This is an optimization exercise on Yosys and OpenROAD, whose aim is small area, a short achievable clock period and few clock cycles, not a production implementation. Function was checked by simulation only, so behaviour that the tests miss may differ from the original.

## flow/run.sh

```bash
#!/bin/bash
# synth_recipe.tcl (not shown) runs the flow's synth.tcl, then flattens the netlist and writes it again
# the make line also repeats each setting of config.mk as NAME=value (left out here)
make -C /OpenROAD-flow-scripts/flow DESIGN_CONFIG=/design/flow/config.mk WORK_HOME=/design/flow/orfs CLKGATE_MAP_FILE= SYNTH_SCRIPT=/design/flow/synth_recipe.tcl finish
```

## flow/constraint.sdc

```tcl
create_clock -name core_clock -period 12.0 [get_ports {clk}]
set_input_delay 2.4000 -clock core_clock [delete_from_list [all_inputs] [get_ports {clk}]]
set_output_delay 2.4000 -clock core_clock [all_outputs]
set_load 0.01 [all_outputs]
```

## flow/config.mk

```make
export PLATFORM = sky130hd
export DESIGN_NAME = nash_sutcliffe_efficiency_top
export DESIGN_NICKNAME = nash_sutcliffe_efficiency_top
export VERILOG_FILES = /design/flow/design.v
export SDC_FILE = /design/flow/constraint.sdc
export NUM_CORES = 4
export LEC_CHECK = 0
export CAP_MARGIN = 20
export CORE_MARGIN = 2
export CORE_UTILIZATION = 40
export SLEW_MARGIN = 20
```

## flow/design.v

```verilog
package nse_pkg;
	localparam int MAX_SAMPLES_DEF = 512;
	localparam int SAMPLE_BITS_DEF = 16;
	localparam int FIELD_W  = 16;
	localparam int IN_DATA_W = 32;
	localparam int EFF_W    = 24;
	localparam int STAT_W   = 2;
	localparam int QUOT_W   = 26;
	localparam int FRAC_W   = 16;
	localparam int SKIP_W = 9;
	localparam logic [SKIP_W-1:0] SKIP_RESET = 9'd50;
	localparam int APB_ADDR_W = 3;
	localparam int APB_DATA_W = 32;
	localparam int REG_IDX_W  = 1;
	localparam logic [REG_IDX_W-1:0] REG_SKIP_COUNT = 1'b0;
	localparam logic signed [QUOT_W+1:0] ONE_Q16 = (QUOT_W+2)'(65536);
	localparam logic signed [QUOT_W+1:0] EFF_MIN = 28'shF800000;  
	typedef enum logic [STAT_W-1:0] {
		STAT_OK   = 2'd0,
		STAT_FEW  = 2'd1,
		STAT_FLAT = 2'd2
	} status_t;
	typedef enum logic [2:0] {
		ST_IDLE,
		ST_ACC,
		ST_MUL,
		ST_PREP,
		ST_CHECK,
		ST_DIV,
		ST_WAIT
	} state_t;
	typedef struct packed {
		logic take;
		logic mul;
		logic prep;
		logic init;
		logic step;
		logic load;
	} cmd_t;
	typedef struct packed {
		logic early;
		logic div_last;
		logic out_busy;
	} sts_t;
endpackage
module nse_regs (
	input  logic                              clk,
	input  logic                              arst_n,
	input  logic                              psel,
	input  logic                              penable,
	input  logic                              pwrite,
	input  logic [nse_pkg::APB_ADDR_W-1:0]    paddr,
	input  logic [nse_pkg::APB_DATA_W-1:0]    pwdata,
	output logic [nse_pkg::APB_DATA_W-1:0]    prdata,
	output logic                              pready,
	output logic [nse_pkg::SKIP_W-1:0]        skip_count
);
	logic [nse_pkg::SKIP_W-1:0]    skip_q;
	logic [nse_pkg::REG_IDX_W-1:0] idx;
	assign idx    = paddr[nse_pkg::APB_ADDR_W-1:2];
	assign pready = 1'b1;
	always_ff @(posedge clk or negedge arst_n) begin
		if (!arst_n) begin
			skip_q <= nse_pkg::SKIP_RESET;
		end else if (psel && penable && pwrite && pready && idx == nse_pkg::REG_SKIP_COUNT) begin
			skip_q <= pwdata[nse_pkg::SKIP_W-1:0];
		end
	end
	always_comb begin
		prdata = '0;
		if (idx == nse_pkg::REG_SKIP_COUNT) begin
			prdata = nse_pkg::APB_DATA_W'(skip_q);
		end
	end
	assign skip_count = skip_q;
endmodule
module nse_ctrl (
	input  logic          clk,
	input  logic          arst_n,
	input  logic          s_tvalid,
	input  logic          s_tlast,
	output logic          s_tready,
	input  nse_pkg::sts_t sts,
	output nse_pkg::cmd_t cmd
);
	nse_pkg::state_t state_q;
	nse_pkg::state_t state_nxt;
	always_ff @(posedge clk or negedge arst_n) begin
		if (!arst_n) begin
			state_q <= nse_pkg::ST_IDLE;
		end else begin
			state_q <= state_nxt;
		end
	end
	always_comb begin
		state_nxt = state_q;
		cmd       = '0;
		s_tready  = 1'b0;
		case (state_q)
			nse_pkg::ST_IDLE: begin
				s_tready = 1'b1;
				cmd.take = s_tvalid;
				if (s_tvalid && s_tlast) begin
					state_nxt = nse_pkg::ST_ACC;
				end
			end
			nse_pkg::ST_ACC: begin
				state_nxt = nse_pkg::ST_MUL;
			end
			nse_pkg::ST_MUL: begin
				cmd.mul   = 1'b1;
				state_nxt = nse_pkg::ST_PREP;
			end
			nse_pkg::ST_PREP: begin
				cmd.prep  = 1'b1;
				state_nxt = nse_pkg::ST_CHECK;
			end
			nse_pkg::ST_CHECK: begin
				cmd.init  = 1'b1;
				state_nxt = sts.early ? nse_pkg::ST_WAIT : nse_pkg::ST_DIV;
			end
			nse_pkg::ST_DIV: begin
				cmd.step = 1'b1;
				if (sts.div_last) begin
					state_nxt = nse_pkg::ST_WAIT;
				end
			end
			nse_pkg::ST_WAIT: begin
				if (!sts.out_busy) begin
					cmd.load  = 1'b1;
					state_nxt = nse_pkg::ST_IDLE;
				end
			end
			default: begin
				state_nxt = nse_pkg::ST_IDLE;
			end
		endcase
	end
endmodule
module nse_dp #(
	parameter int MAX_SAMPLES = nse_pkg::MAX_SAMPLES_DEF,
	parameter int SAMPLE_BITS = nse_pkg::SAMPLE_BITS_DEF
) (
	input  logic                           clk,
	input  logic                           arst_n,
	input  logic [nse_pkg::FIELD_W-1:0]    sim_sample,
	input  logic [nse_pkg::FIELD_W-1:0]    obs_sample,
	input  logic [nse_pkg::SKIP_W-1:0]     skip_count,
	input  nse_pkg::cmd_t                  cmd,
	output nse_pkg::sts_t                  sts,
	output logic                           m_tvalid,
	input  logic                           m_tready,
	output logic [nse_pkg::EFF_W-1:0]      efficiency,
	output logic [nse_pkg::STAT_W-1:0]     status
);
	localparam int CNT_W  = $clog2(MAX_SAMPLES + 1);
	localparam int CMP_W  = (CNT_W > nse_pkg::SKIP_W) ? CNT_W : nse_pkg::SKIP_W;
	localparam int SAMP_W = (SAMPLE_BITS <= nse_pkg::FIELD_W) ? SAMPLE_BITS : nse_pkg::FIELD_W + 1;
	localparam int ERR_W  = SAMP_W + 1;
	localparam int OSUM_W = SAMP_W + CNT_W;
	localparam int OSQ_W  = 2 * SAMP_W - 1 + CNT_W;
	localparam int ESQ_W  = 2 * ERR_W - 1 + CNT_W;
	localparam int DEN_W  = CNT_W + OSQ_W;
	localparam int NUM_W  = CNT_W + ESQ_W;
	localparam int X_W    = NUM_W + nse_pkg::FRAC_W + 1;
	localparam int STEP_W = $clog2(X_W);
	logic signed [SAMP_W-1:0] sim_val, obs_val;
	if (SAMPLE_BITS <= nse_pkg::FIELD_W) begin : g_signed
		assign sim_val = sim_sample[SAMP_W-1:0];
		assign obs_val = obs_sample[SAMP_W-1:0];
	end else begin : g_unsigned
		assign sim_val = {1'b0, sim_sample};
		assign obs_val = {1'b0, obs_sample};
	end
	logic [CNT_W-1:0]         count_q;
	logic                     acc_en_s1;
	logic signed [SAMP_W-1:0] sim_s1, obs_s1;
	logic signed [OSUM_W-1:0] osum_q;
	logic [OSQ_W-1:0]         osq_q;
	logic [ESQ_W-1:0]         esq_q;
	logic                     in_window, below_cap;
	logic signed [ERR_W-1:0]  err;
	logic signed [2*ERR_W-1:0] err_prod;
	logic signed [2*SAMP_W-1:0] obs_prod;
	assign below_cap = count_q < CNT_W'(MAX_SAMPLES);
	assign in_window = below_cap && (CMP_W'(count_q) >= CMP_W'(skip_count));
	assign err      = ERR_W'(sim_s1) - ERR_W'(obs_s1);
	assign err_prod = err * err;
	assign obs_prod = obs_s1 * obs_s1;
	always_ff @(posedge clk or negedge arst_n) begin
		if (!arst_n) begin
			count_q   <= '0;
			acc_en_s1 <= 1'b0;
			osum_q    <= '0;
			osq_q     <= '0;
			esq_q     <= '0;
		end else if (cmd.load) begin
			count_q   <= '0;
			acc_en_s1 <= 1'b0;
			osum_q    <= '0;
			osq_q     <= '0;
			esq_q     <= '0;
		end else begin
			acc_en_s1 <= cmd.take && in_window;
			if (cmd.take && below_cap) begin
				count_q <= count_q + CNT_W'(1);
			end
			if (acc_en_s1) begin
				osum_q <= osum_q + OSUM_W'(obs_s1);
				osq_q  <= osq_q + OSQ_W'(obs_prod[2*SAMP_W-2:0]);
				esq_q  <= esq_q + ESQ_W'(err_prod[2*ERR_W-2:0]);
			end
		end
	end
	always_ff @(posedge clk) begin
		if (cmd.take) begin
			sim_s1 <= sim_val;
			obs_s1 <= obs_val;
		end
	end
	logic [CMP_W-1:0]            n_wide;
	logic [CNT_W-1:0]            n_val;
	logic signed [2*OSUM_W-1:0]  osum_prod;
	logic [DEN_W-1:0]            a_s2, b_s2, den_q;
	logic [NUM_W-1:0]            num_s2;
	logic                        few_q;
	assign n_wide    = CMP_W'(count_q) - CMP_W'(skip_count);
	assign n_val     = n_wide[CNT_W-1:0];
	assign osum_prod = osum_q * osum_q;
	always_ff @(posedge clk or negedge arst_n) begin
		if (!arst_n) begin
			few_q <= 1'b0;
		end else if (cmd.mul) begin
			few_q <= CMP_W'(count_q) <= CMP_W'(skip_count);
		end
	end
	always_ff @(posedge clk) begin
		if (cmd.mul) begin
			a_s2   <= DEN_W'(n_val) * osq_q;
			b_s2   <= DEN_W'(osum_prod);
			num_s2 <= NUM_W'(n_val) * esq_q;
		end
		if (cmd.prep) begin
			den_q <= a_s2 - b_s2;
		end
	end
	logic [X_W-1:0]     x_q;
	logic [DEN_W:0]     rem_q;
	logic [nse_pkg::QUOT_W-1:0]  quot_q;
	logic               ovf_q;
	logic [STEP_W-1:0]  step_q;
	logic [DEN_W:0]     rem_shift;
	logic               q_bit;
	assign rem_shift = {rem_q[DEN_W-1:0], x_q[X_W-1]};
	assign q_bit     = rem_shift >= {1'b0, den_q};
	always_ff @(posedge clk) begin
		if (cmd.init) begin
			x_q    <= (X_W'(num_s2) << nse_pkg::FRAC_W) + X_W'(den_q >> 1);
			rem_q  <= '0;
			quot_q <= '0;
			ovf_q  <= 1'b0;
			step_q <= '0;
		end else if (cmd.step) begin
			x_q    <= x_q << 1;
			rem_q  <= q_bit ? rem_shift - {1'b0, den_q} : rem_shift;
			quot_q <= {quot_q[nse_pkg::QUOT_W-2:0], q_bit};
			ovf_q  <= ovf_q | quot_q[nse_pkg::QUOT_W-1];
			step_q <= step_q + STEP_W'(1);
		end
	end
	logic signed [nse_pkg::QUOT_W+1:0] eff_wide;
	logic [nse_pkg::EFF_W-1:0]         eff_sat;
	nse_pkg::status_t                  stat_nxt;
	logic                     den_zero;
	assign eff_wide = nse_pkg::ONE_Q16 - (nse_pkg::QUOT_W+2)'(quot_q);
	assign den_zero = den_q == '0;
	always_comb begin
		if (ovf_q || eff_wide < nse_pkg::EFF_MIN) begin
			eff_sat = nse_pkg::EFF_MIN[nse_pkg::EFF_W-1:0];
		end else begin
			eff_sat = eff_wide[nse_pkg::EFF_W-1:0];
		end
		if (few_q) begin
			stat_nxt = nse_pkg::STAT_FEW;
		end else if (den_zero) begin
			stat_nxt = nse_pkg::STAT_FLAT;
		end else begin
			stat_nxt = nse_pkg::STAT_OK;
		end
	end
	logic out_valid_q;
	always_ff @(posedge clk or negedge arst_n) begin
		if (!arst_n) begin
			out_valid_q <= 1'b0;
		end else if (cmd.load) begin
			out_valid_q <= 1'b1;
		end else if (m_tready) begin
			out_valid_q <= 1'b0;
		end
	end
	always_ff @(posedge clk) begin
		if (cmd.load) begin
			efficiency <= (stat_nxt == nse_pkg::STAT_OK) ? eff_sat : '0;
			status     <= stat_nxt;
		end
	end
	assign m_tvalid     = out_valid_q;
	assign sts.early    = few_q || den_zero;
	assign sts.div_last = step_q == STEP_W'(X_W - 1);
	assign sts.out_busy = out_valid_q && !m_tready;
endmodule
module nash_sutcliffe_efficiency_top #(
	parameter int MAX_SAMPLES = nse_pkg::MAX_SAMPLES_DEF,
	parameter int SAMPLE_BITS = nse_pkg::SAMPLE_BITS_DEF
) (
	input  logic                              clk,
	input  logic                              arst_n,
	input  logic                              s_tvalid,
	output logic                              s_tready,
	input  logic [nse_pkg::IN_DATA_W-1:0]     s_tdata,    
	input  logic                              s_tlast,    
	output logic                              m_tvalid,
	input  logic                              m_tready,
	output logic [nse_pkg::EFF_W-1:0]         m_tdata,    
	output logic [nse_pkg::STAT_W-1:0]        m_tuser,    
	input  logic                              psel,
	input  logic                              penable,
	input  logic                              pwrite,
	input  logic [nse_pkg::APB_ADDR_W-1:0]    paddr,
	input  logic [nse_pkg::APB_DATA_W-1:0]    pwdata,
	output logic [nse_pkg::APB_DATA_W-1:0]    prdata,
	output logic                              pready
);
	logic [nse_pkg::SKIP_W-1:0] skip_count;
	nse_pkg::cmd_t              cmd;
	nse_pkg::sts_t              sts;
	nse_regs u_regs (
		.clk        (clk),
		.arst_n     (arst_n),
		.psel       (psel),
		.penable    (penable),
		.pwrite     (pwrite),
		.paddr      (paddr),
		.pwdata     (pwdata),
		.prdata     (prdata),
		.pready     (pready),
		.skip_count (skip_count)
	);
	nse_ctrl u_ctrl (
		.clk      (clk),
		.arst_n   (arst_n),
		.s_tvalid (s_tvalid),
		.s_tlast  (s_tlast),
		.s_tready (s_tready),
		.sts      (sts),
		.cmd      (cmd)
	);
	nse_dp #(
		.MAX_SAMPLES (MAX_SAMPLES),
		.SAMPLE_BITS (SAMPLE_BITS)
	) u_dp (
		.clk        (clk),
		.arst_n     (arst_n),
		.sim_sample (s_tdata[nse_pkg::FIELD_W-1:0]),
		.obs_sample (s_tdata[2*nse_pkg::FIELD_W-1:nse_pkg::FIELD_W]),
		.skip_count (skip_count),
		.cmd        (cmd),
		.sts        (sts),
		.m_tvalid   (m_tvalid),
		.m_tready   (m_tready),
		.efficiency (m_tdata),
		.status     (m_tuser)
	);
endmodule
```

==> metrics.md <==
| Metric | Value |
|---|---|
| Outcome | `finished clean` |
| Top Usage Layer GRT | `met2` |
| Max_cap viols | `0` |
| Post-route DRC | `0` |
| Clock sinks | `553` |
| DR vias | `70,100` |
| Max Root-Sink Buffers | `3` |
| Final hold viol count | `0` |
| Fillers | `~23,000` |
| Gr usage total | `about a fifth` |
| Count leader, synth | `inv_1` |
| Fin cells | `~14,000` |
| Max Clk Rate | `just under 0.09 GHz` |
| Initial DRC Count | `4,170` |
| Max-slew violations | `0` |
| Worst skew pair latency | `0.73 ns` |
| Synthesized area | `about 98,000 sq um` |
| Drt pass-1 iters | `6` |
| Final period util | `roughly 94%` |
| Synth cell types | `about 100` |
| RSZ-0062 raised after global routing | `no` |
| Initial antenna violation count | `10` |
| Proportion of layout cells with a drive suffix above 1 | `under 10%` |
| Core area | `about 240,000 sq um` |
| Least-Margin Pin Slew | `1.10 ns` |
| DR WL/cell | `~18 um` |
| Rows | `about 180` |
| Post-CTS Setup Inserts | `0` |
| Post-synth EDFFs | `approximately 330` |
| Mapped Cells | `approximately 11,000` |
| Crit Path Category | `reg -> reg` |
| Minimum clock period | `approximately 11 ns` |
| Post-synth top cells | `inv_1 (2,030), fa_1 (1,788), nand2_1 (1,183)` |
| Starting density of the core | `between 40 and 50%` |
| CTS tree | `yes` |
| Most common flop cell mapped by yosys | `edfxtp_1` |
| Top-area cell type share of the netlist area | `roughly 37%` |
| Inst Count DP | `around 14,000` |
| DPL Wire Length | `around 200,000 um` |
| Final ANT Viol Nets | `0` |
| Clock transition at path regs | `0.06 ns` |
| Count of state elements after synthesis | `553` |
| Post_cts resized | `0` |
| Async set-reset flop share out of synthesis | `between 20% and 30%` |
| Met3 Use GR | `under 10%` |
| Clock root buffer | `clkbuf_16` |
| Crit. End Element | `flop` |
| Area Growth Syn to Fin | `6.89%` |
| Htree depth | `3` |
| Synth Warn # | `3` |
| Area leader, netlist | `fa_1` |
| WP data arrival | `roughly 12 ns` |
| Die X | `approximately 500 um` |
| DR vias/cell | `approximately 5.1` |
| Met1 Use GR | `28.5%` |
| Clock Skews | `0.0586 ns` |
| Startpoint Class | `flop` |
| Register area share after synthesis | `about 15%` |
| Hold_ws | `0.466 ns` |
| Slew margin rel. | `26.2%` |
| Placer Congestion | `roughly 0.91` |
| Synth area leaders | `fa_1 (37%), edfxtp_1 (10%), ha_1 (9.4%)` |
| HP Class | `reg -> reg` |
| Critical Path Fanout Max | `11` |
| Vias in the first global route | `75,500` |
| Avg Cell Area, Syn | `9.32 sq um` |
| DRT Wirelength | `around 250,000 um` |
| Worst Path Required | `~13 ns` |
| Endpoints failing setup | `0` |
| Largest net degree at the start of global routing | `154` |
| Largest stage delay on the critical path | `about 0.64 ns` |
| Slowest stage cell, crit path | `a211oi_1` |
| Global Route met2 Usage | `33.5%` |
| IO buf count | `86` |
| Num CTS Buffers | `just over 70` |
| Setup TNS | `0 ns` |
| Fin util | `between 40% and 50%` |
| First-pass GRT wire length | `around 400,000 um` |
| Die Ht | `approximately 500 um` |
| I/O pin cnt | `about 140` |
| CTS Hold Bufs | `0` |
| Die ar. | `between 200,000 and 250,000 sq um` |
| Final #Nets | `about 13,000` |
| Congestion Overflow GR | `0` |
-- kinds of logic after synthesis --
group           after synthesis  synth area share, %
simple gates               2916                 14.0
fa+ha+maj                  2521                 45.9
buf+inv                    2479                 9.62
compound gates             1432                 9.41
flops                       553                 15.4
xor+xnor                    491                 4.39
mux                         119                 1.23
other cells                   2              0.00767
-- metal layers --
layer	part of all wire (%)	vias up	wire [um]
li1	-	32700	-
met5	0.016	-	41
met4	2.5	6	6370
met1	45	35400	114000
met3	5.9	324	14900
met2	46	1749	115000
-- worst max-delay path: cells and delay by family, from the launching register on --
kind            cells  cell delay [ns]
simple gates        8             1.47
compound gates     19             4.30
xor+xnor            1             0.09
flops               1             0.44
fa+ha+maj           9             4.04
buf+inv             8             0.86
-- sequential cells by signal, summed over array words and instances, names as in the netlist, 2 cells and up --
signal	count
u_dp.x_q	70
u_dp.num_s2	53
u_dp.status	2
u_ctrl.state_q	3
u_dp.b_s2	50
u_dp.sim_s1	16
u_dp.osum_q	26
u_regs.skip_q	9
u_dp.quot_q	26
u_dp.osq_q	41
u_dp.step_q	7
u_dp.efficiency	24
u_dp.den_q	51
u_dp.count_q	10
u_dp.obs_s1	16
u_dp.esq_q	43
u_dp.rem_q	51
u_dp.a_s2	51
-- path summary, 6_finish.rpt --
| check | start | to | cells past startpoint | slack, ns |
|---|---|---|---|---|
| min reg2reg | u_dp.step_q[6]$_SDFFE_PP0P_ | u_dp.step_q[6]$_SDFFE_PP0P_ | 1 | 0.47 |
| min | u_dp.step_q[6]$_SDFFE_PP0P_ | u_dp.step_q[6]$_SDFFE_PP0P_ | 1 | 0.47 |
| max in group asynchronous | arst_n | u_dp.osum_q[7]$_DFFE_PN0P_ | 3 | 8.54 |
| max | u_dp.obs_s1[1]$_DFFE_PP_ | u_dp.esq_q[38]$_DFFE_PN0P_ | 45 | 0.73 |
| min in group asynchronous | arst_n | u_ctrl.state_q[2]$_DFFE_PN0P_ | 1 | 1.60 |
| max reg2reg | u_dp.obs_s1[1]$_DFFE_PP_ | u_dp.esq_q[38]$_DFFE_PN0P_ | 45 | 0.73 |
-- cell type report --
class,count,area (sq um),area share (%)
clock buffers,90,1890,1.80
flip-flops and latches,553,15100,14.4
well taps,3202,4010,3.83
repair buffers,196,1760,1.68
clock inverters,41,557,0.532
multi-input cells,7503,73700,70.4
inverters,2053,7710,7.37
diodes,3,7.51,0.00717
-- cells in the final DEF, fill, tap and decap left out, types with 52 or more instances in the layout --
cell / instances
a21o_1: 225
xor2_1: 164
nand2_1: 1182
nor2_1: 564
ha_1: 732
o21ai_0: 293
and2_1: 470
a21oi_1: 407
xnor2_1: 321
edfxtp_1: 333
dfrtp_1: 128
a211oi_1: 56
nor3_1: 77
dfxtp_1: 85
nor2b_1: 154
nand3_1: 132
clkdlybuf4s50_1: 85
fa_1: 1786
a31oi_1: 52
nand4_1: 56
clkbuf_16: 71
nand2b_1: 58
inv_1: 2028
mux2i_1: 107
buf_4: 104
o21a_1: 58
and3_1: 64
o21bai_1: 61
-- through the flow --
step	instance area (sq um)	setup slack (ns)
finish	105000	0.727
global route	105000	0.0428
CTS	105000	0.824
detailed placement	102000	0.830
global placement	102000	0.878
floorplan	98000	1.99
Testbench counts, summed over its fixed seeds: cycles 30,231.

-- port drivers added, routing unchanged --
No port has a modelled driver above. Below, the same layout with a new extraction and two added sets of constraints.
Step 1, drivers: a clkbuf_16 drives clk and a buf_2 each remaining input, both assumed.
Step 2, shift: input delay + t, output delay - t, t = (earliest + latest rising clock arrival at the registers) / 2. This alone moves slack from input paths to output paths.
Three values: no drivers, after step 1, after step 2; two values: the first two.
shift t [ns]: 0.794
setup slack, ns: 0.727 / 0.727 / 0.727
worst setup path at the end: register to register
worst data-port slew with drivers (ns): 0.19
After both steps setup and hold are still met in this run. The setup slack of this run moves by 0.000 ns with the drivers and by 0.000 ns with both steps.
